What follows belongs to an exercise in optimizing a design on an open flow for small area; a production flow would make more cautious choices.
Only simulation tests tie the RTL to the original design; equivalence was not proved.

===== design/flow/run.sh =====
#!/bin/bash
# synth_recipe.tcl (not shown) runs the flow's synth.tcl, then flattens the netlist and writes it again
# the make line also repeats each setting of config.mk as NAME=value (left out here)
make -C /OpenROAD-flow-scripts/flow DESIGN_CONFIG=/design/flow/config.mk WORK_HOME=/design/flow/orfs CLKGATE_MAP_FILE= SYNTH_SCRIPT=/design/flow/synth_recipe.tcl finish

===== design/flow/config.mk =====
export PLATFORM = sky130hd
export DESIGN_NAME = multicycle_processor
export DESIGN_NICKNAME = multicycle_processor
export VERILOG_FILES = /design/flow/design.v
export SDC_FILE = /design/flow/constraint.sdc
export NUM_CORES = 4
export LEC_CHECK = 0
export CAP_MARGIN = 20
export CORE_MARGIN = 2
export CORE_UTILIZATION = 40
export SLEW_MARGIN = 20

===== design/flow/constraint.sdc =====
create_clock -name core_clock -period 10.0 [get_ports {Clock}]
set_input_delay 2.0000 -clock core_clock [delete_from_list [all_inputs] [get_ports {Clock}]]
set_output_delay 2.0000 -clock core_clock [all_outputs]
set_load 0.01 [all_outputs]

===== design/flow/design.v =====
package multicycle_processor_pkg;
  localparam int DATA_W    = 16;
  localparam int ADDR_W    = 7;
  localparam int IR_W      = 9;
  typedef enum logic [2:0] {
    OP_MV   = 3'd0,
    OP_MVI  = 3'd1,
    OP_ADD  = 3'd2,
    OP_SUB  = 3'd3,
    OP_MVNZ = 3'd4,
    OP_LD   = 3'd5,
    OP_ST   = 3'd6,
    OP_NOP  = 3'd7
  } opcode_e;
  typedef enum logic [2:0] {
    T0 = 3'd0,
    T1 = 3'd1,
    T2 = 3'd2,
    T3 = 3'd3,
    T4 = 3'd4,
    T5 = 3'd5
  } tstep_e;
  typedef enum logic [3:0] {
    SEL_R0   = 4'd0,
    SEL_R1   = 4'd1,
    SEL_R2   = 4'd2,
    SEL_R3   = 4'd3,
    SEL_R4   = 4'd4,
    SEL_R5   = 4'd5,
    SEL_R6   = 4'd6,
    SEL_R7   = 4'd7,
    SEL_G    = 4'd8,
    SEL_DIN  = 4'd9,
    SEL_NONE = 4'd15
  } bus_sel_e;
  typedef enum logic {
    ALU_ADD = 1'b0,
    ALU_SUB = 1'b1
  } alu_op_e;
  function automatic logic [3:0] reg_sel(input logic [2:0] r);
    reg_sel = {1'b0, r};
  endfunction
endpackage
module regn
(
  input  logic              Clock,
  input  logic              Resetn,
  input  logic              Rin,
  input  logic [multicycle_processor_pkg::DATA_W-1:0] R,
  output logic [multicycle_processor_pkg::DATA_W-1:0] Q
);
  always_ff @(posedge Clock or negedge Resetn) begin
    if (!Resetn) Q <= '0;
    else if (Rin) Q <= R;
  end
endmodule
module multicycle_processor
(
  input  logic              Clock,
  input  logic              Resetn,
  input  logic              Run,
  output logic              Done,
  output logic [multicycle_processor_pkg::DATA_W-1:0] BusWires,
  output logic [2:0]        Tstep,
  output logic [multicycle_processor_pkg::DATA_W-1:0] Rx_data,
  output logic [multicycle_processor_pkg::DATA_W-1:0] Ry_data,
  output logic [multicycle_processor_pkg::ADDR_W-1:0] MemAddr,
  output logic [multicycle_processor_pkg::DATA_W-1:0] MemWData,
  output logic              MemWrite,
  input  logic [multicycle_processor_pkg::DATA_W-1:0] MemRData
);
  logic [2:0]  t_q, t_d;
  logic [8:0]  ir_q;
  logic [15:0] r_q [0:7];
  logic        nz_q;
  logic [15:0] alu, pc_inc;
  logic [2:0] op, rx, ry;
  assign op = ir_q[8:6];
  assign rx = ir_q[5:3];
  assign ry = ir_q[2:0];
  logic t0, t1, t2, t3, t4, t5;
  assign t0 = (t_q == 3'd0);
  assign t1 = (t_q == 3'd1);
  assign t2 = (t_q == 3'd2);
  assign t3 = (t_q == 3'd3);
  assign t4 = (t_q == 3'd4);
  assign t5 = (t_q == 3'd5);
  logic o_mv, o_mvi, o_addsub, o_mvnz, o_ld, o_st, o_nop;
  assign o_mv     = (op == 3'd0);
  assign o_mvi    = (op == 3'd1);
  assign o_addsub = (op[2:1] == 2'b01);
  assign o_mvnz   = (op == 3'd4);
  assign o_ld     = (op == 3'd5);
  assign o_st     = (op == 3'd6);
  assign o_nop    = (op == 3'd7);
  logic s_r7, s_rx, s_ry, s_din, s_alu;
  assign s_r7  = (t0 & Run) | (t3 & o_mvi);
  assign s_rx  = (t3 & o_addsub) | (t4 & o_st);
  assign s_ry  = (t3 & (o_mv | o_ld | o_st | (o_mvnz & nz_q))) | (t4 & o_addsub);
  assign s_din = t5 & (o_mvi | o_ld);
  assign s_alu = t5 & o_addsub;
  assign Rx_data = r_q[rx];
  assign Ry_data = r_q[ry];
  assign alu    = op[0] ? Rx_data - Ry_data : Rx_data + Ry_data;
  assign pc_inc = r_q[7] + 16'd1;
  assign BusWires = ({16{s_r7}}  & r_q[7])
                  | ({16{s_rx}}  & Rx_data)
                  | ({16{s_ry}}  & Ry_data)
                  | ({16{s_din}} & MemRData)
                  | ({16{s_alu}} & alu);
  logic done, wr_rx, incr_pc;
  assign done    = (t3 & (o_mv | o_mvnz | o_nop)) | t5;
  assign wr_rx   = (t3 & (o_mv | (o_mvnz & nz_q))) | (t5 & (o_mvi | o_ld | o_addsub));
  assign incr_pc = s_r7;
  always_comb begin
    if (done)          t_d = 3'd0;
    else if (t0)       t_d = Run ? 3'd1 : 3'd0;
    else               t_d = t_q + 3'd1;
  end
  always_ff @(posedge Clock or negedge Resetn) begin
    if (!Resetn) begin
      t_q  <= 3'd0;
      ir_q <= '0;
      nz_q <= 1'b0;
    end else begin
      t_q <= t_d;
      if (t2) ir_q <= MemRData[8:0];
      if (s_alu) nz_q <= |BusWires;
    end
  end
  genvar i;
  generate
    for (i = 0; i < 7; i++) begin : g_r
      always_ff @(posedge Clock or negedge Resetn) begin
        if (!Resetn) r_q[i] <= '0;
        else if (wr_rx && rx == i) r_q[i] <= BusWires;
      end
    end
  endgenerate
  always_ff @(posedge Clock or negedge Resetn) begin
    if (!Resetn) r_q[7] <= '0;
    else if (incr_pc) r_q[7] <= pc_inc;
    else if (wr_rx && rx == 3'd7) r_q[7] <= BusWires;
  end
  logic use_ry;
  assign use_ry  = t_q[2] & (o_ld | o_st);
  assign MemAddr = use_ry ? Ry_data[6:0] : (r_q[7][6:0] - 7'd1);
  assign MemWData = Rx_data;
  assign MemWrite = t5 & o_st;
  assign Done  = done;
  assign Tstep = t_q;
endmodule

==> results of run 1 <==
[layout make-up]
class,instances,area [sq um],share of cell area [%]
timing repair buffer,117,1110,9.61
multi-input combinational,813,5770,49.8
sequential,141,3530,30.5
clock inverter,14,169,1.46
clock buffer,17,425,3.67
inverter,48,180,1.55
tap,324,405,3.50
[synth_stat cells, types with 4 or more instances]
| master | count | share of area (%) |
|---|---|---|
| o31ai_1 | 9 | 0.68 |
| buf_4 | 24 | 1.8 |
| nor3_1 | 19 | 0.95 |
| a211oi_1 | 9 | 0.68 |
| mux2i_1 | 52 | 5.2 |
| nand3b_1 | 4 | 0.30 |
| nand4_1 | 6 | 0.38 |
| inv_1 | 47 | 1.8 |
| a221o_1 | 9 | 0.90 |
| ha_1 | 23 | 2.9 |
| a21o_1 | 5 | 0.38 |
| a22oi_1 | 5 | 0.38 |
| o221ai_1 | 5 | 0.44 |
| a21oi_1 | 56 | 2.8 |
| o21ai_1 | 4 | 0.20 |
| o211ai_1 | 11 | 0.83 |
| clkbuf_1 | 41 | 1.5 |
| a31oi_1 | 6 | 0.38 |
| a221oi_1 | 27 | 2.4 |
| xnor2_1 | 17 | 1.5 |
| nand4b_1 | 4 | 0.35 |
| and2_1 | 5 | 0.31 |
| a22o_1 | 5 | 0.44 |
| and3_1 | 5 | 0.31 |
| a222oi_1 | 7 | 0.70 |
| xor2_1 | 8 | 0.70 |
| nor4_1 | 6 | 0.38 |
| buf_1 | 4 | 0.15 |
| nor2b_1 | 19 | 1.2 |
| nor3b_1 | 4 | 0.30 |
| buf_6 | 7 | 0.79 |
| mux2_2 | 55 | 6.2 |
| nand2_1 | 138 | 5.2 |
| nor2_1 | 71 | 2.7 |
| o22ai_1 | 13 | 0.82 |
| o21ai_0 | 78 | 3.9 |
| mux4_2 | 13 | 2.9 |
| dfrtp_1 | 141 | 35 |
| o21a_1 | 9 | 0.68 |
| o2bb2ai_1 | 7 | 0.61 |
| nand2b_1 | 13 | 0.82 |
| buf_2 | 13 | 0.65 |
| nand3_1 | 24 | 1.2 |
[logic make-up after synthesis]
kind of cell               synth area share [%]
and+or+nand+nor                            16.4
AOI/OAI and AO/OA                          20.8
DFF                                        35.4
buffers and inverters                      6.90
muxes                                      15.0
xor gates and xnor gates                   2.52
adders and majority gates                  3.09
[how the worst max path moves through the flow]
stage	depth (start not counted)	to	slack, ns	start
2_1_floorplan	16	BusWires[15]	3.95	ir_q[1]
3_3_place_gp	17	BusWires[15]	2.39	ir_q[2]
3_5_place_dp	17	BusWires[15]	2.31	ir_q[2]
4_1_cts	17	BusWires[15]	1.83	ir_q[2]
5_1_grt	19	BusWires[13]	1.34	ir_q[0]
6_report	17	BusWires[15]	1.75	ir_q[2]
[flip-flops by register name (all words and copies together) (netlist names)]
name and count:
r_q 128, ir_q 9, nz_q 1, t_q 3
[through the flow]
stage / setup slack (ns) / instances / utilization (%)
floorplan: 3.95 / 1092 / -
global placement: 2.39 / 1443 / 45.1
detailed placement: 2.31 / 1443 / 45.1
CTS: 1.83 / 1474 / 47.5
global route: 1.34 / 1474 / 47.5
finish: 1.75 / 1474 / 47.5
[routing by layer]
metal | share of wire, % | routed length, microns
met4 | 3.4 | 1200
met5 | 0 | 0
met3 | 8.7 | 3060
met1 | 43 | 15300
met2 | 45 | 15700
[tightest hold or removal path: stages (launching register included)]
cell and delay [ns]:
dfrtp_1 0.34, a21oi_1 0.06, o31ai_1 0.06
==> impl_metrics.toml, run 1 <==
[status]
outcome = "finished clean"

[timing]
max_slew_margin_pct = 16.6
rsz0062_at_grt = "no"
hold_ws_ns = 0.495
hold_viol = 0
post-route-min-period_ns = 8.25
tightest_slew_ns = 1.25
clock.fmax_ghz = 0.121
period_share_pct = 82.5
fin_skew_ns = 0.0131
finalMaxSlewViolations = 0
setup_viol = 0
setup_tns_ns = 0

[global_routing]
grtUsageTotal_pct = 27.1
use_met2_pct = 41.5
use_met3_pct = 5.64
busiest_layer = "met2"
globalRouteOverflowTotal = 0
grt_start_max_net_pins = 72
grt_pass1_vias = 8769
antenna_found_initial = 0
grt_pass1_wl_microns = 53800
global_route.usage.met1_pct = 37.8

[clock_tree]
cts_buffer_depth = 2
numCtsBuffers = 17
cts-root-buf = "clkbuf_16"
h-tree-depth = 4
cts_setup_buffers = 0
cts.clk_slew.worst_paths_ns = 0.06
cts_resized = 0
cts_sinks = 141
ctsHoldBuffers = 0
cts_tree = "yes"
clk_latency_ns = 0.44

[die]
core_area_sq_mm = 0.0244
die_w_microns = 162
dieArea_sq_mm = 0.0262
start_util_pct = 40.9
rows = 57
die_h_microns = 162
ios = 95

[routing]
route.detailed.wl_per_inst_microns = 23.9
ant_nets = 0
dr_total_vias = 9026
via_per_inst = 6.12
firstDrtPassIters = 6
routed_wl_microns = 35200
drtIter0Drc = 1055
remaining_drc_errors = 0

[synthesis]
ys_warn_count = 2
avgSynthCellArea_sq_um = 9.14
async_flop_share_pct = 100
synth_cells = 1092
synth_edf_count = 0
syn-num-nets = 1135
synth_seq_area_share_pct = 35.4
synth_seq_cells = 141
yosys_most_used_dff = "dfrtp_1"
synth_cell_types = 92
syn_area_sq_mm = 0.00998

[worst_hold_path]
holdPathStages = 2
min_from = "r_q[1][15]"
min_delay_worst_endpoint = "r_q[1][15]"
hold_path.class = "flip-flop to flip-flop"

[critical_path]
crit-reg2reg-launch = "ir_q[2]"
required_ns = 8.00
cp_max_fo = 20
cp_slowest_stage_delay_ns = 0.83
critPathKind = "flip-flop to primary output"
slowest_stage = "dfrtp_1"
path_cells = "clkinv_1, a221o_1, a22oi_4, ha_1, nor2_1, xnor2_1, ha_1, o21a_1, o31a_1, o41a_1, a311oi_2, o21a_1, nor2b_1, o31ai_1, xnor2_2, o21ai_1, clkdlybuf4s50_1"
worstReg2RegEnd = "nz_q"
r2r_slack_ns = 4.24
critPathArrivalTime_ns = 6.25
crit_buf_inv = 2
rr_worst_depth = 16
cp-end-kind = "primary output"
crit_family = "compound AO/OA/AOI/OAI gates"
start_kind = "flip-flop"

[final_layout]
drive_gt1_share_pct = 13.5
mostFrequentLayoutCells = "139 x dfrtp_1, 138 x nand2_1, 93 x clkdlybuf4s50_1"
fin_nets = 1181
postLayoutCellArea_sq_mm = 0.0116
syn2layout_area_growth_pct = 16.2
antenna-diode-count = 0
fillers = 2339
layout_commonest_cell = "dfrtp_1"

[placement]
dp_hpwl_microns = 25100
dpl-instance-area_sq_mm = 0.0110
io_buffers = 94
place_congestion = 0.949

[run]
cap_violations = 0
==> run 2, diff against run 1 <==
--- a/design/flow/design.v
+++ b/design/flow/design.v
@@ -95,15 +95,23 @@
   assign o_nop    = (op == 3'd7);
   logic s_r7, s_rx, s_ry, s_din, s_alu;
   assign s_r7  = (t0 & Run) | (t3 & o_mvi);
+  logic s_r7v;
+  assign s_r7v = s_r7 & vld[7];
   assign s_rx  = (t3 & o_addsub) | (t4 & o_st);
   assign s_ry  = (t3 & (o_mv | o_ld | o_st | (o_mvnz & nz_q))) | (t4 & o_addsub);
   assign s_din = t5 & (o_mvi | o_ld);
   assign s_alu = t5 & o_addsub;
-  assign Rx_data = r_q[rx];
-  assign Ry_data = r_q[ry];
+  always_comb begin
+    Rx_data = '0;
+    Ry_data = '0;
+    for (int k = 0; k < 8; k++) begin
+      Rx_data = Rx_data | ({16{rx == k && vld[k]}} & r_q[k]);
+      Ry_data = Ry_data | ({16{ry == k && vld[k]}} & r_q[k]);
+    end
+  end
   assign alu    = op[0] ? Rx_data - Ry_data : Rx_data + Ry_data;
-  assign pc_inc = r_q[7] + 16'd1;
-  assign BusWires = ({16{s_r7}}  & r_q[7])
+  assign pc_inc = vld[7] ? r_q[7] + 16'd1 : 16'd1;
+  assign BusWires = ({16{s_r7v}} & r_q[7])
                   | ({16{s_rx}}  & Rx_data)
                   | ({16{s_ry}}  & Ry_data)
                   | ({16{s_din}} & MemRData)
@@ -128,18 +136,25 @@
       if (s_alu) nz_q <= |BusWires;
     end
   end
+  logic [7:0] vld;
   genvar i;
   generate
     for (i = 0; i < 7; i++) begin : g_r
       always_ff @(posedge Clock or negedge Resetn) begin
-        if (!Resetn) r_q[i] <= '0;
-        else if (wr_rx && rx == i) r_q[i] <= BusWires;
+        if (!Resetn) vld[i] <= 1'b0;
+        else if (wr_rx && rx == i) vld[i] <= 1'b1;
+      end
+      always_ff @(posedge Clock) begin
+        if (wr_rx && rx == i) r_q[i] <= BusWires;
       end
     end
   endgenerate
   always_ff @(posedge Clock or negedge Resetn) begin
-    if (!Resetn) r_q[7] <= '0;
-    else if (incr_pc) r_q[7] <= pc_inc;
+    if (!Resetn) vld[7] <= 1'b0;
+    else if (incr_pc || (wr_rx && rx == 3'd7)) vld[7] <= 1'b1;
+  end
+  always_ff @(posedge Clock) begin
+    if (incr_pc) r_q[7] <= pc_inc;
     else if (wr_rx && rx == 3'd7) r_q[7] <= BusWires;
   end
   logic use_ry;
==> run 2 against run 1 <==
  * Via count fell by 18%
  * Sequential cell count rose by 8
  * Design area fell by 9.6%
  * Global-route usage fell by 0.29 points
  * Register-to-register slack got worse by 0.16 ns
  * Clock-buffer cell count did not move
  * Setup slack got worse by 0.18 ns
  * Critical path depth did not move
==> impl_metrics.toml, run 2 <==
[status]
outcome = "finished clean"

[routing]
firstDrtPassIters = 5
dr_total_vias = 7424
ant_nets = 0
route.detailed.wl_per_inst_microns = 27.0
routed_wl_microns = 30800
via_per_inst = 6.51
drtIter0Drc = 973
remaining_drc_errors = 0

[clock_tree]
cts_resized = 0
clk_latency_ns = 0.43
numCtsBuffers = 17
cts_tree = "yes"
ctsHoldBuffers = 0
cts-root-buf = "clkbuf_16"
h-tree-depth = 4
cts_buffer_depth = 2
cts.clk_slew.worst_paths_ns = 0.07
cts_sinks = 149
cts_setup_buffers = 0

[worst_hold_path]
holdPathStages = 1
hold_path.class = "flip-flop to flip-flop"
min_from = "vld[6]"
min_delay_worst_endpoint = "vld[6]"

[critical_path]
cp_slowest_stage_delay_ns = 0.91
critPathArrivalTime_ns = 6.44
cp_max_fo = 16
r2r_slack_ns = 4.08
required_ns = 8.00
start_kind = "flip-flop"
critPathKind = "flip-flop to primary output"
path_cells = "and4b_1, a22o_1, a221oi_1, and3_1, ha_1, and2_1, a21oi_1, xnor2_1, ha_1, a2111o_1, a311oi_2, o31ai_2, a21oi_1, mux2i_1, a221oi_1, inv_1, clkdlybuf4s50_1"
crit-reg2reg-launch = "ir_q[2]"
slowest_stage = "and4b_1"
cp-end-kind = "primary output"
worstReg2RegEnd = "nz_q"
rr_worst_depth = 18

[timing]
period_share_pct = 84.4
post-route-min-period_ns = 8.44
max_slew_margin_pct = 24.2
finalMaxSlewViolations = 0
setup_viol = 0
rsz0062_at_grt = "no"
hold_ws_ns = 0.501
fin_skew_ns = 0.00792
hold_viol = 0
clock.fmax_ghz = 0.119
tightest_slew_ns = 1.13
fin_ws_ns = 1.56
setup_tns_ns = 0

[die]
dieArea_sq_mm = 0.0230
rows = 53
ios = 95
die_w_microns = 152
core_area_sq_mm = 0.0212
die_h_microns = 152
start_util_pct = 41.0

[final_layout]
mostFrequentLayoutCells = "128 x edfxtp_1, 101 x a22oi_1, 94 x clkdlybuf4s50_1"
fillers = 1907
syn2layout_area_growth_pct = 20.3
layout_commonest_cell = "edfxtp_1"
regMostFlops = "r_q"
drive_gt1_share_pct = 11.3
fin_nets = 896
antenna-diode-count = 0
largest_register_ffs = 128
top_regs = "r_q x128, ir_q x9, vld x8"

[synthesis]
synth_seq_area_share_pct = 50.2
synth_top_area_share_pct = 44.1
yosys_most_used_dff = "edfxtp_1"
avgSynthCellArea_sq_um = 11.0
syn_area_sq_mm = 0.00871
ys_top_cells_by_area = "edfxtp_1 44%, a22oi_1 8.7%, dfrtp_1 6.0%, ha_1 3.3%, xnor2_1 2.4%"
synth_most_common_cell = "edfxtp_1"
syn-num-nets = 835
synth_cells = 792
async_flop_share_pct = 14.1
ys_warn_count = 2
ys_top_cells_by_count = "128 x edfxtp_1, 101 x a22oi_1, 51 x nand2_1"
yosysTopAreaCell = "edfxtp_1"
synth_edf_count = 128
synth_seq_cells = 149
synth_cell_types = 71

[global_routing]
grtUsageTotal_pct = 26.9
grt_start_max_net_pins = 22
grt_pass1_vias = 7113
antenna_found_initial = 0
globalRouteOverflowTotal = 0
grt_pass1_wl_microns = 44800

[placement]
dp_hpwl_microns = 21000
place_congestion = 0.931
place_ws_ns = 2.22
io_buffers = 94

[run]
cap_violations = 0
==> run 2: critical path: cells and delay by family (launching register included) <==
family,cells,cell delay (ns)
buffers and inverters,2,0.88
xor gates and xnor gates,1,0.09
adders and majority gates,2,0.65
AOI/OAI and AO/OA,8,2.39
and+or+nand+nor,3,1.40
muxes,1,0.09
DFF,1,0.50
==> run 2: final cells by class <==
cell class                 count  area, sq um  area share [%]
multi-input combinational    539         3940            37.6
tap                          275          344            3.28
clock buffer                  17          425            4.06
clock inverter                15          175            1.67
sequential                   149         4370            41.7
timing repair buffer         118         1120            10.7
inverter                      28          105            1.00
==> run 2: cell families (layout without fill, tap and decap cells) <==
kind of cell               Yosys count  after routing  synth area share (%)
AOI/OAI and AO/OA                  250            250                  21.7
xor gates and xnor gates            43             43                  4.32
adders and majority gates           24             24                  3.53
buffers and inverters              104            178                  5.40
DFF                                149            149                  50.2
muxes                               13             13                  1.61
and+or+nand+nor                    209            209                  13.3
==> run 2: per-stage QoR <==
step / util [%] / instances / area (sq um)
floorplan: - / 792 / 8710
detailed placement: 46.5 / 1109 / 9870
finish: 49.4 / 1141 / 10500
global placement: 46.5 / 1109 / 9870
CTS: 49.4 / 1141 / 10500
global route: 49.4 / 1141 / 10500
==> run 2: how the worst max path moves through the flow <==
| stage | to | slack (ns) | from | cells past startpoint |
|---|---|---|---|---|
| global route | BusWires[15] | 1.34 | ir_q[2] | 18 |
| global placement | BusWires[12] | 2.32 | ir_q[2] | 17 |
| CTS | BusWires[12] | 1.73 | ir_q[2] | 17 |
| finish | BusWires[12] | 1.56 | ir_q[2] | 17 |
| floorplan | BusWires[14] | 3.73 | ir_q[2] | 15 |
| detailed placement | BusWires[12] | 2.22 | ir_q[2] | 17 |
==> run 2: layer usage <==
metal  wire (microns)  vias up  share of wire (%)  global-route usage (%)
li1                 -     3212                  -                       -
met5                0        -                  0                       0
met1            12400     3657                 40                    35.8
met2            14400      495                 47                    43.1
met4              771        0                2.5                    10.0
met3             3190       60                 10                    5.93
==> run 3, diff against run 2 <==
--- a/design/flow/design.v
+++ b/design/flow/design.v
@@ -109,8 +109,22 @@
       Ry_data = Ry_data | ({16{ry == k && vld[k]}} & r_q[k]);
     end
   end
-  assign alu    = op[0] ? Rx_data - Ry_data : Rx_data + Ry_data;
-  assign pc_inc = vld[7] ? r_q[7] + 16'd1 : 16'd1;
+  logic [15:0] alu_b;
+  logic [16:0] alu_c;
+  assign alu_b    = Ry_data ^ {16{op[0]}};
+  assign alu_c[0] = op[0];
+  for (genvar b = 0; b < 16; b++) begin : g_alu
+    assign alu[b]     = Rx_data[b] ^ alu_b[b] ^ alu_c[b];
+    assign alu_c[b+1] = (Rx_data[b] & alu_b[b]) | (alu_c[b] & (Rx_data[b] ^ alu_b[b]));
+  end
+  logic [15:0] pc_v;
+  logic [16:0] pc_c;
+  assign pc_v    = r_q[7] & {16{vld[7]}};
+  assign pc_c[0] = 1'b1;
+  for (genvar b = 0; b < 16; b++) begin : g_inc
+    assign pc_inc[b] = pc_v[b] ^ pc_c[b];
+    assign pc_c[b+1] = pc_v[b] & pc_c[b];
+  end
   assign BusWires = ({16{s_r7v}} & r_q[7])
                   | ({16{s_rx}}  & Rx_data)
                   | ({16{s_ry}}  & Ry_data)
@@ -159,7 +173,14 @@
   end
   logic use_ry;
   assign use_ry  = t_q[2] & (o_ld | o_st);
-  assign MemAddr = use_ry ? Ry_data[6:0] : (r_q[7][6:0] - 7'd1);
+  logic [6:0] pc_dec;
+  logic [7:0] pc_bw;
+  assign pc_bw[0] = 1'b1;
+  for (genvar b = 0; b < 7; b++) begin : g_dec
+    assign pc_dec[b]  = r_q[7][b] ^ pc_bw[b];
+    assign pc_bw[b+1] = ~r_q[7][b] & pc_bw[b];
+  end
+  assign MemAddr = use_ry ? Ry_data[6:0] : pc_dec;
   assign MemWData = Rx_data;
   assign MemWrite = t5 & o_st;
   assign Done  = done;
==> run 3 against run 2 <==
  * Still clean on timing, DRC and antenna
  * Design area is 1.0% higher
  * Global-route usage is 1.3 points higher
  * Cell count is 4.6% lower
  * Utilization is 3.1 points higher
  * Clock skew is 0.00050 ns higher
  * Sequential share of layout area is 0.37 points lower
  * First-iteration DRC count is 17% higher
  * Critical path type unchanged
  * Largest cell class unchanged
==> impl_metrics.toml, run 3 <==
[status]
outcome = "finished clean"

[routing]
dr_total_vias = 6923
via_per_inst = 6.36
drtIter0Drc = 1135
remaining_drc_errors = 0
ant_nets = 0
routed_wl_microns = 30200
route.detailed.wl_per_inst_microns = 27.7
firstDrtPassIters = 8

[die]
rows = 52
core_area_sq_mm = 0.0202
die_h_microns = 147
ios = 95
dieArea_sq_mm = 0.0217
start_util_pct = 40.7
die_w_microns = 147

[final_layout]
syn2layout_area_growth_pct = 29.0
fillers = 1730
fin_nets = 862
largest_register_ffs = 128
mostFrequentLayoutCells = "128 x edfxtp_1, 97 x a22oi_1, 91 x clkdlybuf4s50_1"
final_util_pct = 52.5
antenna-diode-count = 0
regMostFlops = "r_q"
layout_commonest_cell = "edfxtp_1"
drive_gt1_share_pct = 22.6
top_regs = "r_q x128, ir_q x9, vld x8"

[clock_tree]
clk_latency_ns = 0.44
cts_tree = "yes"
cts_buffer_depth = 2
cts-root-buf = "clkbuf_16"
cts.clk_slew.worst_paths_ns = 0.07
cts_sinks = 149
numCtsBuffers = 17
h-tree-depth = 4

[synthesis]
syn-num-nets = 729
synth_cell_types = 55
ys_warn_count = 2
synth_seq_cells = 149
synth_cells = 672
avgSynthCellArea_sq_um = 12.2
yosys_most_used_dff = "edfxtp_1"
syn_area_sq_mm = 0.00820
synth_most_common_cell = "edfxtp_1"
async_flop_share_pct = 14.1
yosysTopAreaCell = "edfxtp_1"
synth_seq_area_share_pct = 53.3
ys_top_cells_by_count = "128 x edfxtp_1, 97 x a22oi_1, 45 x nand2_1"
synth_edf_count = 128
synth_top_area_share_pct = 46.9
ys_top_cells_by_area = "edfxtp_1 47%, a22oi_1 8.9%, dfrtp_1 6.4%, ha_1 3.7%, fa_1 3.4%"

[timing]
max_slew_margin_pct = 32.8
finalMaxSlewViolations = 0
setup_tns_ns = 0
period_share_pct = 97.5
tightest_slew_ns = 1.00
hold_viol = 0
post-route-min-period_ns = 9.75
clock.fmax_ghz = 0.103
fin_skew_ns = 0.00842
setup_viol = 0

[global_routing]
antenna_found_initial = 0
grt_pass1_wl_microns = 44400
grt_start_max_net_pins = 23
globalRouteOverflowTotal = 0
grtUsageTotal_pct = 28.1
grt_pass1_vias = 6903

[critical_path]
cp_max_fo = 7
cp-end-kind = "primary output"
crit-reg2reg-launch = "ir_q[0]"
required_ns = 8.00
critPathArrivalTime_ns = 7.75
start_kind = "flip-flop"
critPathKind = "flip-flop to primary output"
startpoint = "ir_q[0]"

[placement]
dp_hpwl_microns = 20900
place_congestion = 0.960
io_buffers = 94

[run]
cap_violations = 0

[worst_hold_path]
hold_path.class = "flip-flop to flip-flop"
min_from = "vld[3]"
[run 3: cell type report]
class	count	area (sq um)	share of cell area (%)
flip-flops and latches	149	4370	41.3
multi-input cells	427	3530	33.3
repair buffers	181	1600	15.1
clock buffers	17	425	4.02
well taps	270	338	3.19
clock inverters	15	206	1.95
inverters	29	109	1.03
[run 3: critical path, stage by stage, from the launching register on]
cell	delay [ns]
dfrtp_2	0.48
nor4bb_4	0.18
a22o_1	0.24
a221oi_1	0.21
and3_1	0.25
xor2_2	0.18
fa_2	0.23
fa_1	0.18
inv_1	0.06
fa_2	0.40
fa_2	0.38
fa_2	0.37
fa_2	0.37
fa_2	0.36
fa_2	0.36
fa_2	0.37
fa_2	0.37
fa_2	0.35
fa_2	0.38
fa_2	0.40
inv_2	0.07
fa_1	0.18
xor2_1	0.17
xnor3_1	0.24
a21oi_2	0.15
inv_1	0.08
dlygate4sd2_1	0.29
[run 3: stage by stage]
stage               setup slack, ns  hold WS [ns]  area (sq um)  cells
finish                        0.254         0.543         10600   1088
global route               -0.00542         0.562         10600   1088
CTS                          0.0508         0.535         10500   1084
detailed placement           -0.412         0.510          9840   1050
global placement             -0.328         0.524          9840   1050
floorplan                    0.0437         0.444          8200    672
[run 3: repair_timing]
action                                  CTS  global route
setup buffers                             2             4
pin swaps                                 4             6
hold buffers                              0             0
endpoints found under the setup margin    4             3
gates resized for setup                  21             5
[run 3: worst paths after layout]
path / end / slack, ns / cells after the start
hold reg to reg: vld[3] / 0.54 / 1
setup reg to reg: nz_q / 2.16 / 28
min in group asynchronous: ir_q[8] / 1.54 / 1
setup / recovery: BusWires[15] / 0.25 / 26
max in group asynchronous: ir_q[5] / 8.06 / 1
hold / removal: vld[3] / 0.54 / 1
[run 3: routing by layer]
metal | share of wire, % | track usage (%) | vias to the layer above
li1 | - | - | 2891
met1 | 40 | 38.0 | 3415
met2 | 46 | 43.9 | 518
met3 | 11 | 6.68 | 99
met4 | 3.8 | 11.5 | 0
met5 | 0 | 0 | -
[run 3: kinds of logic after synthesis]
kind of cell    count (synthesis)  synth area share, %
xor+xnor                       19                 2.20
buf+inv                        96                 5.52
simple gates                  169                 12.0
mux                            20                 2.73
compound gates                181                 17.2
flops                         149                 53.3
fa+ha+maj                      38                 7.08
==> run 4, diff against run 3 <==
--- a/design/flow/design.v
+++ b/design/flow/design.v
@@ -111,19 +111,27 @@
   end
   logic [15:0] alu_b;
   logic [16:0] alu_c;
+  logic        c8_q;
   assign alu_b    = Ry_data ^ {16{op[0]}};
   assign alu_c[0] = op[0];
   for (genvar b = 0; b < 16; b++) begin : g_alu
-    assign alu[b]     = Rx_data[b] ^ alu_b[b] ^ alu_c[b];
-    assign alu_c[b+1] = (Rx_data[b] & alu_b[b]) | (alu_c[b] & (Rx_data[b] ^ alu_b[b]));
+    logic cin;
+    if (b == 8) begin : g_c8
+      assign cin = c8_q;
+    end else begin : g_cb
+      assign cin = alu_c[b];
+    end
+    assign alu[b]     = Rx_data[b] ^ alu_b[b] ^ cin;
+    assign alu_c[b+1] = (Rx_data[b] & alu_b[b]) | (cin & (Rx_data[b] ^ alu_b[b]));
   end
-  logic [15:0] pc_v;
+  always_ff @(posedge Clock) begin
+    c8_q <= alu_c[8];
+  end
   logic [16:0] pc_c;
-  assign pc_v    = r_q[7] & {16{vld[7]}};
-  assign pc_c[0] = 1'b1;
+  assign pc_c[0] = incr_pc;
   for (genvar b = 0; b < 16; b++) begin : g_inc
-    assign pc_inc[b] = pc_v[b] ^ pc_c[b];
-    assign pc_c[b+1] = pc_v[b] & pc_c[b];
+    assign pc_inc[b] = BusWires[b] ^ pc_c[b];
+    assign pc_c[b+1] = BusWires[b] & pc_c[b];
   end
   assign BusWires = ({16{s_r7v}} & r_q[7])
                   | ({16{s_rx}}  & Rx_data)
@@ -134,6 +142,9 @@
   assign done    = (t3 & (o_mv | o_mvnz | o_nop)) | t5;
   assign wr_rx   = (t3 & (o_mv | (o_mvnz & nz_q))) | (t5 & (o_mvi | o_ld | o_addsub));
   assign incr_pc = s_r7;
+  always_ff @(posedge Clock) begin
+    if (t2) ir_q[8:6] <= MemRData[8:6];
+  end
   always_comb begin
     if (done)          t_d = 3'd0;
     else if (t0)       t_d = Run ? 3'd1 : 3'd0;
@@ -142,11 +153,11 @@
   always_ff @(posedge Clock or negedge Resetn) begin
     if (!Resetn) begin
       t_q  <= 3'd0;
-      ir_q <= '0;
+      ir_q[5:0] <= '0;
       nz_q <= 1'b0;
     end else begin
       t_q <= t_d;
-      if (t2) ir_q <= MemRData[8:0];
+      if (t2) ir_q[5:0] <= MemRData[5:0];
       if (s_alu) nz_q <= |BusWires;
     end
   end
@@ -168,8 +179,7 @@
     else if (incr_pc || (wr_rx && rx == 3'd7)) vld[7] <= 1'b1;
   end
   always_ff @(posedge Clock) begin
-    if (incr_pc) r_q[7] <= pc_inc;
-    else if (wr_rx && rx == 3'd7) r_q[7] <= BusWires;
+    if (incr_pc || (wr_rx && rx == 3'd7)) r_q[7] <= pc_inc;
   end
   logic use_ry;
   assign use_ry  = t_q[2] & (o_ld | o_st);
==> run 4 against run 3 <==
  * Design area is 9.3% lower
  * Clock skew is 0.0047 ns higher
  * Critical path depth is 9 lower
  * Via count is 9.4% lower
  * First-iteration DRC count is 17% lower
==> impl_metrics.toml, run 4 <==
[clock_tree]
cts_buffer_depth = 2
cts_resized = 0
cts_sinks = 150
ctsHoldBuffers = 0
cts.clk_slew.worst_paths_ns = 0.06
cts_setup_buffers = 0
numCtsBuffers = 17
cts_tree = "yes"
clk_latency_ns = 0.43
h-tree-depth = 4
cts-root-buf = "clkbuf_16"

[critical_path]
startpoint = "ir_q[1]"
critPathCapture = "BusWires[15]"
critPathKind = "flip-flop to primary output"
crit-reg2reg-launch = "ir_q[2]"
start_kind = "flip-flop"
worstReg2RegEnd = "r_q[7][15]"
cp_max_fo = 16
rr_worst_depth = 23
r2r_slack_ns = 2.14
critPathArrivalTime_ns = 7.03
required_ns = 8.00
cp-end-kind = "primary output"

[global_routing]
grt_start_max_net_pins = 19
antenna_found_initial = 0
grt_pass1_vias = 6209
globalRouteOverflowTotal = 0
grt_pass1_wl_microns = 39700
grtUsageTotal_pct = 25.4

[die]
core_area_sq_mm = 0.0195
die_w_microns = 145
dieArea_sq_mm = 0.0210
ios = 95
rows = 51
die_h_microns = 145
start_util_pct = 40.8

[routing]
dr_total_vias = 6274
drtIter0Drc = 943
route.detailed.wl_per_inst_microns = 28.0
remaining_drc_errors = 0
via_per_inst = 6.52
firstDrtPassIters = 7
ant_nets = 0
routed_wl_microns = 27000

[synthesis]
yosysTopAreaCell = "edfxtp_1"
syn_area_sq_mm = 0.00796
yosys_most_used_dff = "edfxtp_1"
ys_top_cells_by_area = "edfxtp_1 49%, a22oi_1 9.3%, dfrtp_1 5.7%, ha_1 3.9%, fa_1 3.5%"
ys_top_cells_by_count = "131 x edfxtp_1, 99 x a22oi_1, 26 x nand2_1"
synth_edf_count = 131
syn-num-nets = 666
synth_cell_types = 56
avgSynthCellArea_sq_um = 13.1
synth_top_area_share_pct = 49.4
async_flop_share_pct = 12.0
synth_seq_area_share_pct = 55.3
synth_cells = 608
ys_warn_count = 2
synth_most_common_cell = "edfxtp_1"
synth_seq_cells = 150

[final_layout]
antenna-diode-count = 0
layout_commonest_cell = "edfxtp_1"
multi_input_area_sq_mm = 0.00314
fin_nets = 743
postLayoutCellArea_sq_mm = 0.00960
final_util_pct = 49.2
mostFrequentLayoutCells = "131 x edfxtp_1, 99 x a22oi_1, 94 x clkdlybuf4s50_1"
drive_gt1_share_pct = 12.2
seqCellArea_sq_mm = 0.00440
fillers = 1707
stdcell_count = 962
regMostFlops = "r_q"
top_regs = "r_q x128, ir_q x9, vld x8"
syn2layout_area_growth_pct = 20.6
largest_register_ffs = 128

[worst_hold_path]
min_from = "vld[6]"
hold_path.class = "flip-flop to flip-flop"

[timing]
finalMaxSlewViolations = 0
setup_viol = 0
max_slew_margin_pct = 32.7
hold_viol = 0
rsz0062_at_grt = "no"
clock.fmax_ghz = 0.111
fin_skew_ns = 0.0131
setup_tns_ns = 0
tightest_slew_ns = 1.01
post-route-min-period_ns = 9.03
period_share_pct = 90.3

[placement]
io_buffers = 94
place_congestion = 0.980
dp_cells = 930
dp_hpwl_microns = 17900
dpl-instance-area_sq_mm = 0.00908

[status]
outcome = "finished clean"

[run]
cap_violations = 0
-- run 4: cell types whose count changed after synthesis, sizes merged, moves of 5 or more --
cell and change:
clkbuf -19, and3 -11, and2 -16, o21ai -5
mux2 -13, inv -7, a22o +6, buf +13
nand2 -19
-- run 4: layer usage --
metal	up-vias	global-route usage, %	routed length, microns
li1	2587	-	-
met1	3111	32.9	10600
met4	0	10.3	974
met5	-	0	0
met2	479	42.0	12800
met3	97	5.16	2600
-- run 4: cells by family after synthesis --
family | after synthesis | synth area share, %
buf+inv | 83 | 5.66
flops | 150 | 55.3
fa+ha+maj | 39 | 7.45
xor+xnor | 19 | 2.26
mux | 8 | 1.10
simple gates | 127 | 9.98
compound gates | 182 | 18.2
-- run 4: area by class of cell --
cell class              count  area share, %
clock buffers              18           4.47
flip-flops and latches    150           45.9
repair buffers            119           11.8
well taps                 265           3.45
inverters                  22          0.860
multi-input cells         375           32.7
clock inverters            13          0.886
-- run 4: worst max-delay path, stage by stage (launching register included) --
cell and delay [ns]:
dfrtp_1 0.47, and4bb_1 0.88, a22oi_1 0.21, nand4_1 0.23
xor2_1 0.10, fa_1 0.42, fa_1 0.48, fa_1 0.44
fa_1 0.46, fa_1 0.47, fa_1 0.46, inv_1 0.09
fa_1 0.19, xor2_1 0.16, xnor3_1 0.44, a221oi_2 0.36
inv_1 0.20, clkdlybuf4s50_1 0.52
-- run 4: worst min-delay path by stage --
stage | endpoint | cells after the start | slack (ns)
after floorplan | vld[4] | 1 | 0.45
after global placement | vld[6] | 1 | 0.49
after detailed placement | vld[6] | 1 | 0.49
after CTS | vld[5] | 1 | 0.51
after global routing | vld[6] | 1 | 0.51
final | vld[6] | 1 | 0.51
-- run 4: stage by stage --
step           worst slack [ns]  hold WS [ns]
2_1_floorplan              2.57         0.446
3_3_place_gp               1.71         0.485
3_5_place_dp               1.55         0.487
4_1_cts                    1.03         0.506
5_1_grt                   0.700         0.512
6_report                  0.973         0.508
==> run 5, diff against run 4 <==
--- a/design/flow/design.v
+++ b/design/flow/design.v
@@ -109,30 +109,8 @@
       Ry_data = Ry_data | ({16{ry == k && vld[k]}} & r_q[k]);
     end
   end
-  logic [15:0] alu_b;
-  logic [16:0] alu_c;
-  logic        c8_q;
-  assign alu_b    = Ry_data ^ {16{op[0]}};
-  assign alu_c[0] = op[0];
-  for (genvar b = 0; b < 16; b++) begin : g_alu
-    logic cin;
-    if (b == 8) begin : g_c8
-      assign cin = c8_q;
-    end else begin : g_cb
-      assign cin = alu_c[b];
-    end
-    assign alu[b]     = Rx_data[b] ^ alu_b[b] ^ cin;
-    assign alu_c[b+1] = (Rx_data[b] & alu_b[b]) | (cin & (Rx_data[b] ^ alu_b[b]));
-  end
-  always_ff @(posedge Clock) begin
-    c8_q <= alu_c[8];
-  end
-  logic [16:0] pc_c;
-  assign pc_c[0] = incr_pc;
-  for (genvar b = 0; b < 16; b++) begin : g_inc
-    assign pc_inc[b] = BusWires[b] ^ pc_c[b];
-    assign pc_c[b+1] = BusWires[b] & pc_c[b];
-  end
+  assign alu    = op[0] ? Rx_data - Ry_data : Rx_data + Ry_data;
+  assign pc_inc = vld[7] ? r_q[7] + 16'd1 : 16'd1;
   assign BusWires = ({16{s_r7v}} & r_q[7])
                   | ({16{s_rx}}  & Rx_data)
                   | ({16{s_ry}}  & Ry_data)
@@ -142,9 +120,6 @@
   assign done    = (t3 & (o_mv | o_mvnz | o_nop)) | t5;
   assign wr_rx   = (t3 & (o_mv | (o_mvnz & nz_q))) | (t5 & (o_mvi | o_ld | o_addsub));
   assign incr_pc = s_r7;
-  always_ff @(posedge Clock) begin
-    if (t2) ir_q[8:6] <= MemRData[8:6];
-  end
   always_comb begin
     if (done)          t_d = 3'd0;
     else if (t0)       t_d = Run ? 3'd1 : 3'd0;
@@ -153,11 +128,11 @@
   always_ff @(posedge Clock or negedge Resetn) begin
     if (!Resetn) begin
       t_q  <= 3'd0;
-      ir_q[5:0] <= '0;
+      ir_q <= '0;
       nz_q <= 1'b0;
     end else begin
       t_q <= t_d;
-      if (t2) ir_q[5:0] <= MemRData[5:0];
+      if (t2) ir_q <= MemRData[8:0];
       if (s_alu) nz_q <= |BusWires;
     end
   end
@@ -179,18 +154,12 @@
     else if (incr_pc || (wr_rx && rx == 3'd7)) vld[7] <= 1'b1;
   end
   always_ff @(posedge Clock) begin
-    if (incr_pc || (wr_rx && rx == 3'd7)) r_q[7] <= pc_inc;
+    if (incr_pc) r_q[7] <= pc_inc;
+    else if (wr_rx && rx == 3'd7) r_q[7] <= BusWires;
   end
   logic use_ry;
   assign use_ry  = t_q[2] & (o_ld | o_st);
-  logic [6:0] pc_dec;
-  logic [7:0] pc_bw;
-  assign pc_bw[0] = 1'b1;
-  for (genvar b = 0; b < 7; b++) begin : g_dec
-    assign pc_dec[b]  = r_q[7][b] ^ pc_bw[b];
-    assign pc_bw[b+1] = ~r_q[7][b] & pc_bw[b];
-  end
-  assign MemAddr = use_ry ? Ry_data[6:0] : pc_dec;
+  assign MemAddr = use_ry ? Ry_data[6:0] : (r_q[7][6:0] - 7'd1);
   assign MemWData = Rx_data;
   assign MemWrite = t5 & o_st;
   assign Done  = done;
==> design/flow/flow/run.sh (new file) <==
#!/bin/bash
# Standard ORFS layout with smaller port buffers, no CTS dummy loads, and
# every synthesized cell first swapped to its smallest drive strength.
set -uo pipefail
HERE=$(pwd)
export BUFFER_PORTS_ARGS="-buffer_cell sky130_fd_sc_hd__buf_1"
export CTS_ARGS="-sink_clustering_enable -repair_clock_nets -dont_use_dummy_load"
export POST_FLOORPLAN_TCL=$HERE/flow/downsize.tcl
bash standard.sh > $HERE/standard_flow.log 2>&1
==> design/flow/flow/downsize.tcl (new file) <==
# Swap each standard cell for the smallest-area cell of the same family
# (same function and pins, other drive strength). Timing repair later in the
# flow sizes back up wherever the 10 ns clock or slew/cap limits need it.
set db [ord::get_db]
set block [[$db getChip] getBlock]
set saved 0.0
set n 0
foreach inst [$block getInsts] {
  set m [$inst getMaster]
  set name [$m getName]
  if {![regexp {^(sky130_fd_sc_hd__[a-z0-9]+)_([0-9]+)$} $name -> base drive]} { continue }
  if {[string match "*tap*" $base] || [string match "*fill*" $base] || [string match "*decap*" $base] || [string match "*conb*" $base]} { continue }
  set area [expr {[$m getWidth] * [$m getHeight]}]
  set best $name
  set barea $area
  foreach d {0 1 2 3 4 6 8 12 16} {
    set c ${base}_$d
    if {$c eq $name} { continue }
    set cm [$db findMaster $c]
    if {$cm eq "NULL" || $cm eq ""} { continue }
    set ca [expr {[$cm getWidth] * [$cm getHeight]}]
    if {$ca < $barea} { set best $c; set barea $ca }
  }
  if {$best ne $name} {
    replace_cell [$inst getName] $best
    set saved [expr {$saved + ($area - $barea) / 1.0e6}]
    incr n
  }
}
puts "downsize: replaced $n cells, saved $saved um^2"
==> design/flow/standard.sh (new file) <==
#!/bin/bash
# synth_recipe.tcl (not shown) runs the flow's synth.tcl, then flattens the netlist and writes it again
# the make line also repeats each setting of config.mk as NAME=value (left out here)
make -C /OpenROAD-flow-scripts/flow DESIGN_CONFIG=/design/flow/config.mk WORK_HOME=/design/flow/orfs CLKGATE_MAP_FILE= SYNTH_SCRIPT=/design/flow/synth_recipe.tcl "${@:-finish}"
removed: design/flow/run.sh
==> run 5 against run 4 <==
  * Clock-buffer cell count is 1 lower
  * Hold slack worse by 0.0057 ns
  * Critical path type unchanged
  * Routed wire length rose by 10%
==> impl_metrics.toml, run 5 <==
[status]
outcome = "finished clean"

[global_routing]
globalRouteOverflowTotal = 0
grt_pass1_wl_microns = 42500
grtUsageTotal_pct = 25.5
antenna_found_initial = 0
grt_start_max_net_pins = 22
grt_pass1_vias = 6723

[synthesis]
async_flop_share_pct = 14.1
synth_edf_count = 128
synth_cells = 792
ys_top_cells_by_area = "edfxtp_1 44%, a22oi_1 8.7%, dfrtp_1 6.0%, ha_1 3.3%, xnor2_1 2.4%"
ys_top_cells_by_count = "128 x edfxtp_1, 101 x a22oi_1, 51 x nand2_1"
avgSynthCellArea_sq_um = 11.0
synth_seq_area_share_pct = 50.2
synth_most_common_cell = "edfxtp_1"
yosysTopAreaCell = "edfxtp_1"
synth_cell_types = 71
syn-num-nets = 835
ys_warn_count = 2
syn_area_sq_mm = 0.00871
synth_top_area_share_pct = 44.1
synth_seq_cells = 149
yosys_most_used_dff = "edfxtp_1"

[timing]
period_share_pct = 81.3
max_slew_margin_pct = 27.3
setup_tns_ns = 0
tightest_slew_ns = 1.09
fin_skew_ns = 0.0158
rsz0062_at_grt = "no"
setup_viol = 0
finalMaxSlewViolations = 0
hold_viol = 0
hold_ws_ns = 0.502
post-route-min-period_ns = 8.13
clock.fmax_ghz = 0.123

[clock_tree]
cts-root-buf = "clkbuf_16"
h-tree-depth = 4
cts_sinks = 149
numCtsBuffers = 17
cts_resized = 0
clk_latency_ns = 0.42
cts_buffer_depth = 2
ctsHoldBuffers = 0
cts.clk_slew.worst_paths_ns = 0.06
cts_setup_buffers = 0
cts_tree = "yes"

[routing]
drtIter0Drc = 928
firstDrtPassIters = 6
route.detailed.wl_per_inst_microns = 26.3
ant_nets = 0
via_per_inst = 6.47
routed_wl_microns = 29700
dr_total_vias = 7298
remaining_drc_errors = 0

[final_layout]
final_util_pct = 45.8
multi_input_area_sq_mm = 0.00392
top_regs = "r_q x128, ir_q x9, vld x8"
regMostFlops = "r_q"
layout_commonest_cell = "edfxtp_1"
fin_nets = 898
antenna-diode-count = 0
mostFrequentLayoutCells = "128 x edfxtp_1, 101 x a22oi_1, 94 x buf_1"
fillers = 1980
seqCellArea_sq_mm = 0.00437
drive_gt1_share_pct = 9.26
syn2layout_area_growth_pct = 11.5
largest_register_ffs = 128

[die]
core_area_sq_mm = 0.0212
dieArea_sq_mm = 0.0230
die_w_microns = 152
die_h_microns = 152
ios = 95
rows = 53
start_util_pct = 41.0

[run]
cap_violations = 0

[placement]
io_buffers = 94
dp_hpwl_microns = 20400
place_congestion = 0.951

[critical_path]
rr_worst_depth = 18
critPathKind = "flip-flop to primary output"
cp-end-kind = "primary output"
critPathArrivalTime_ns = 6.13
required_ns = 8.00
worstReg2RegEnd = "nz_q"
cp_max_fo = 16
start_kind = "flip-flop"
crit-reg2reg-launch = "ir_q[0]"
r2r_slack_ns = 3.65

[worst_hold_path]
min_from = "vld[6]"
hold_path.class = "flip-flop to flip-flop"
holdPathStages = 1
min_delay_worst_endpoint = "vld[6]"
## run 5: cell types whose count changed in the layout (fill, tap and decap cells not counted), moves of 8 or more
| cell | delta |
|---|---|
| nor3_1 | +8 |
| xnor2_1 | +16 |
| xor2_1 | +9 |
| clkdlybuf4s50_1 | -94 |
| nor2_1 | +12 |
| nand2b_1 | +11 |
| and3_1 | +9 |
| nand2_1 | +25 |
| a21oi_1 | +13 |
| nand3_1 | +11 |
| buf_1 | +94 |
| o21ai_0 | +28 |
| fa_1 | -13 |
## run 5: cell type report
class | count | share of cell area, %
clock buffers | 17 | 4.38
inverters | 28 | 1.08
flip-flops and latches | 149 | 45.0
well taps | 275 | 3.54
multi-input cells | 539 | 40.3
repair buffers | 120 | 5.71
## run 5: logic make-up (layout without fill, tap and decap cells)
family / count (synthesis) / after routing / synth area share (%)
xor gates and xnor gates: 43 / 43 / 4.32
and+or+nand+nor: 209 / 209 / 13.3
muxes: 13 / 13 / 1.61
buffers and inverters: 104 / 165 / 5.40
AOI/OAI and AO/OA: 250 / 250 / 21.7
DFF: 149 / 149 / 50.2
adders and majority gates: 24 / 24 / 3.53
## run 5: critical path, stage by stage, from the launching register on
cell and delay, ns:
dfrtp_1 0.58, nor4bb_4 1.03, a22o_1 0.24, a221oi_1 0.05, and3_1 0.27, ha_1 0.23, and2_1 0.17, a21oi_1 0.19
xnor2_1 0.10, ha_1 0.40, a2111o_1 0.42, a311oi_1 0.39, o31ai_1 0.21, a21oi_1 0.21, mux2i_1 0.09, a221oi_1 0.64
inv_1 0.31, buf_1 0.20
## run 5: how the worst max path moves through the flow
stage,slack [ns],depth (start not counted),end,start
floorplan,3.73,15,BusWires[14],ir_q[2]
global placement,2.50,17,BusWires[12],ir_q[0]
detailed placement,2.42,17,BusWires[12],ir_q[0]
CTS,1.95,17,BusWires[12],ir_q[0]
global route,1.57,17,BusWires[12],ir_q[0]
finish,1.87,17,BusWires[12],ir_q[0]
## run 5: metal layers
layer / vias to the layer above / wire, microns / track usage (%)
met3: 68 / 3430 / 5.99
met1: 3492 / 12000 / 34.5
met2: 539 / 13400 / 40.0
met4: 0 / 811 / 9.72
met5: - / 0 / 0
li1: 3199 / - / -
## run 5: through the flow
step                worst slack, ns  instance area, sq um  instances
floorplan                      3.73                  8710        792
global placement               2.50                  9270       1110
detailed placement             2.42                  9270       1110
CTS                            1.95                  9700       1127
global route                   1.57                  9710       1128
finish                         1.87                  9710       1128
==> run 6, diff against run 5 <==
--- a/design/flow/design.v
+++ b/design/flow/design.v
@@ -109,8 +109,22 @@
       Ry_data = Ry_data | ({16{ry == k && vld[k]}} & r_q[k]);
     end
   end
-  assign alu    = op[0] ? Rx_data - Ry_data : Rx_data + Ry_data;
-  assign pc_inc = vld[7] ? r_q[7] + 16'd1 : 16'd1;
+  logic [15:0] alu_b;
+  logic [16:0] alu_c;
+  assign alu_b    = Ry_data ^ {16{op[0]}};
+  assign alu_c[0] = op[0];
+  for (genvar b = 0; b < 16; b++) begin : g_alu
+    assign alu[b]     = Rx_data[b] ^ alu_b[b] ^ alu_c[b];
+    assign alu_c[b+1] = (Rx_data[b] & alu_b[b]) | (alu_c[b] & (Rx_data[b] ^ alu_b[b]));
+  end
+  logic [15:0] pc_v;
+  logic [16:0] pc_c;
+  assign pc_v    = r_q[7] & {16{vld[7]}};
+  assign pc_c[0] = 1'b1;
+  for (genvar b = 0; b < 16; b++) begin : g_inc
+    assign pc_inc[b] = pc_v[b] ^ pc_c[b];
+    assign pc_c[b+1] = pc_v[b] & pc_c[b];
+  end
   assign BusWires = ({16{s_r7v}} & r_q[7])
                   | ({16{s_rx}}  & Rx_data)
                   | ({16{s_ry}}  & Ry_data)
@@ -159,7 +173,14 @@
   end
   logic use_ry;
   assign use_ry  = t_q[2] & (o_ld | o_st);
-  assign MemAddr = use_ry ? Ry_data[6:0] : (r_q[7][6:0] - 7'd1);
+  logic [6:0] pc_dec;
+  logic [7:0] pc_bw;
+  assign pc_bw[0] = 1'b1;
+  for (genvar b = 0; b < 7; b++) begin : g_dec
+    assign pc_dec[b]  = r_q[7][b] ^ pc_bw[b];
+    assign pc_bw[b+1] = ~r_q[7][b] & pc_bw[b];
+  end
+  assign MemAddr = use_ry ? Ry_data[6:0] : pc_dec;
   assign MemWData = Rx_data;
   assign MemWrite = t5 & o_st;
   assign Done  = done;
==> design/flow/flow/run.sh (replaced) <==
#!/bin/bash
# Standard ORFS layout (standard.sh's make line) with: ABC mapping for area,
# every cell first swapped to its smallest drive strength, port buffers of
# buf_1, and a clock tree of small clock buffers without dummy loads.
set -uo pipefail
HERE=$(pwd)
export FLOW_SYNTH_TCL=$HERE/synth_recipe.tcl
export FLOW_ABC_SCRIPT=$HERE/flow/abc_area.script
export BUFFER_PORTS_ARGS="-buffer_cell sky130_fd_sc_hd__buf_1"
export CTS_ARGS="-sink_clustering_enable -repair_clock_nets -dont_use_dummy_load -buf_list {sky130_fd_sc_hd__clkbuf_4 sky130_fd_sc_hd__clkbuf_8}"
export POST_FLOORPLAN_TCL=$HERE/flow/downsize.tcl
sed -e "s#SYNTH_SCRIPT=[^ ]*#SYNTH_SCRIPT=$HERE/flow/synth.tcl#" standard.sh > $HERE/standard_own.sh
bash $HERE/standard_own.sh > $HERE/standard_flow.log 2>&1
==> design/flow/flow/abc_area.script (new file) <==
&get -n
&st
&dch
&nf -R 1000
&st
&syn2
&if -g -K 6
&synch2
&nf -R 1000
&st
&syn2
&if -g -K 6
&synch2
&nf -R 1000
&put
topo
dnsize -c
==> design/flow/flow/synth.tcl (new file) <==
# The standard flow's synthesis (synth_recipe.tcl: ORFS synthesis without fsm/share, then
# flatten and rename) with ABC mapping the logic by an area-oriented script.
proc abc {args} {
  set i [lsearch $args -script]
  if {$i >= 0} { lset args [expr {$i + 1}] $::env(FLOW_ABC_SCRIPT) }
  yosys abc {*}$args
}
source $::env(FLOW_SYNTH_TCL)
--- a/design/flow/config.mk
+++ b/design/flow/config.mk
@@ -7,5 +7,5 @@
 export LEC_CHECK = 0
 export CAP_MARGIN = 20
 export CORE_MARGIN = 2
-export CORE_UTILIZATION = 40
+export CORE_UTILIZATION = 65
 export SLEW_MARGIN = 20
==> run 6 against run 5 <==
  * Utilization increased by 32 points
  * Non-clock buffer count increased by 48
  * Clock-buffer cell count unchanged
  * Via count decreased by 3.9%
  * Critical path depth increased by 9
  * Synthesized cell count down 22%
  * Setup slack got worse by 1.6 ns
  * Sequential cell count stayed put
  * Critical endpoint is now BusWires[14]
==> impl_metrics.toml, run 6 <==
[status]
outcome = "finished clean"

[critical_path]
cp_slowest_stage_delay_ns = 0.40
critPathKind = "flip-flop to primary output"
start_kind = "flip-flop"
required_ns = 8.00
critPathArrivalTime_ns = 7.77
worstReg2RegEnd = "nz_q"
cp-end-kind = "primary output"
slowest_stage = "dfrtp_1"
crit-reg2reg-launch = "ir_q[2]"
cp_common_cell = "fa_2"
cp_max_fo = 10
rr_worst_depth = 31
r2r_slack_ns = 1.39

[final_layout]
stdcell_count = 935
fin_nets = 846
final_util_pct = 77.4
largest_register_ffs = 128
mostFrequentLayoutCells = "128 x edfxtp_1, 99 x a22oi_1, 93 x buf_1"
postLayoutCellArea_sq_mm = 0.00918
regMostFlops = "r_q"
top_regs = "r_q x128, ir_q x9, vld x8"
layout_commonest_cell = "edfxtp_1"
syn2layout_area_growth_pct = 17.6
drive_gt1_share_pct = 15.9

[placement]
place_ws_ns = -0.0170
place_congestion = 0.934
dp_cells = 906
io_buffers = 94
dpl-instance-area_sq_mm = 0.00878
dp_hpwl_microns = 17600

[die]
start_util_pct = 65.8
core_area_sq_mm = 0.0119
dieArea_sq_mm = 0.0129
die_h_microns = 114
die_w_microns = 114
ios = 95
rows = 40

[routing]
via_per_inst = 7.50
ant_nets = 0
remaining_drc_errors = 0
routed_wl_microns = 26500
dr_total_vias = 7011
route.detailed.wl_per_inst_microns = 28.4
drtIter0Drc = 1406
firstDrtPassIters = 8

[worst_hold_path]
min_from = "vld[6]"
holdPathStages = 1
min_delay_worst_endpoint = "vld[6]"
hold_path.class = "flip-flop to flip-flop"

[timing]
setup_viol = 0
setup_tns_ns = 0
max_slew_margin_pct = 32.8
post-route-min-period_ns = 9.77
tightest_slew_ns = 1.00
fin_ws_ns = 0.228
hold_viol = 0
finalMaxSlewViolations = 0
clock.fmax_ghz = 0.102
period_share_pct = 97.7
rsz0062_at_grt = "no"
hold_ws_ns = 0.517
fin_skew_ns = 0.0238

[global_routing]
grt_pass1_wl_microns = 39200
globalRouteOverflowTotal = 0
grtUsageTotal_pct = 41.8
grt_start_max_net_pins = 26
grt_pass1_vias = 6757
antenna_found_initial = 0

[synthesis]
ys_top_cells_by_count = "128 x edfxtp_1, 99 x a22oi_1, 45 x nand2_1"
avgSynthCellArea_sq_um = 12.6
synth_seq_cells = 149
synth_top_area_share_pct = 49.2
syn-num-nets = 675
synth_cells = 618
yosys_most_used_dff = "edfxtp_1"
yosysTopAreaCell = "edfxtp_1"
synth_cell_types = 37
async_flop_share_pct = 14.1
synth_most_common_cell = "edfxtp_1"
synth_seq_area_share_pct = 55.9
synth_edf_count = 128
ys_warn_count = 2
ys_top_cells_by_area = "edfxtp_1 49%, a22oi_1 9.5%, dfrtp_1 6.7%, ha_1 3.8%, fa_1 3.6%"
syn_area_sq_mm = 0.00781

[clock_tree]
cts.clk_slew.worst_paths_ns = 0.07
cts_buffer_depth = 2
cts-root-buf = "clkbuf_8"
clk_latency_ns = 0.46
h-tree-depth = 4
cts_tree = "yes"
ctsHoldBuffers = 0
cts_sinks = 149
numCtsBuffers = 17

[run]
cap_violations = 0
==> run 6: cell types whose count changed after synthesis, moves of 9 or more <==
| cell | delta |
|---|---|
| mux2_1 | +17 |
| and2_0 | +17 |
| fa_1 | +13 |
| clkbuf_1 | -47 |
| buf_2 | -9 |
| nor2_1 | -14 |
| clkinv_1 | +26 |
| xnor2_1 | -18 |
| inv_1 | -28 |
| or2_2 | -11 |
| nand2b_1 | -11 |
| o21ai_0 | -15 |
==> run 6: how the worst max path moves through the flow <==
stage | start | to
floorplan | ir_q[1] | BusWires[15]
global placement | ir_q[0] | BusWires[14]
detailed placement | ir_q[0] | BusWires[14]
CTS | ir_q[1] | BusWires[14]
global route | ir_q[1] | BusWires[14]
finish | ir_q[2] | BusWires[14]
==> run 6: cells by family (layout without fill, tap and decap cells) <==
group / after synthesis / in the layout / share of synthesized area [%]
xor+xnor: 20 / 20 / 2.24
buf+inv: 42 / 211 / 2.79
flops: 149 / 149 / 55.9
other cells: 0 / 1 / 0
simple gates: 161 / 161 / 10.9
mux: 17 / 17 / 2.45
fa+ha+maj: 38 / 38 / 7.43
compound gates: 191 / 191 / 18.3
==> run 6: final cells by class <==
class,count,area [sq um]
Antenna cell,1,2.50
Clock buffer,17,234
Inverter,26,97.6
Fill cell,774,2680
Multi-Input combinational cell,427,3370
Tap cell,147,184
Sequential cell,149,4370
Timing Repair Buffer,168,922
==> run 6: critical path, delay by kind of cell (launching register included) <==
| kind | cells | cell delay (ns) |
|---|---|---|
| AND/OR/NAND/NOR | 4 | 0.72 |
| flip-flops | 1 | 0.40 |
| XOR/XNOR | 1 | 0.17 |
| adder cells (fa/ha/maj) | 13 | 4.82 |
| buffers and inverters | 5 | 0.87 |
| AO/OA/AOI/OAI | 3 | 0.34 |
==> run 6: layer usage <==
metal,GRT usage (%),vias to the layer above,share of wire (%)
li1,-,2816,-
met2,64.4,687,44
met3,10.8,191,14
met1,55.5,3317,34
met4,21.2,0,7.1
met5,0,-,0
==> run 6: timing repair <==
action / in CTS / in global routing
endpoints found under the setup margin: 3 / 3
resized for setup: 15 / 9
pin swaps: 6 / 5
gates cloned: 0 / 0
endpoints found under the hold margin: 0 / 0
buffers inserted: 8 / 3

what the ideal ports hide:
The results above use ideal ports. As a check the final layouts listed here were re-extracted and re-timed, cells and wires unchanged.
Step 1: set_driving_cell puts a clkbuf_16 on Clock and a buf_2 on each other input, an assumption about the parent block.
Step 2, shift: input delay + t, output delay - t, t = (earliest + latest rising clock arrival at the registers) / 2. This alone moves slack from input paths to output paths.
Slacks: ideal / step 1 / step 2; pairs: ideal / step 1.
| run | t, ns | slack for setup (ns) | worst setup path at the end | pins driven straight from the clock port |
|---|---|---|---|---|
| run 1 | 0.476 | 1.746 / 1.699 / 2.176 | register to output | 1 |
| run 2 | 0.471 | 1.563 / 1.520 / 1.991 | register to output | 1 |
| run 3 | 0.479 | 0.254 / 0.209 / 0.688 | register to output | 1 |
| run 4 | 0.473 | 0.973 / 0.927 / 1.400 | register to output | 1 |
| run 5 | 0.462 | 1.870 / 1.825 / 2.287 | register to output | 1 |
| run 6 | 0.482 | 0.228 / 0.192 / 0.674 | register to output | 1 |
After both steps setup and hold are still met in every run listed.
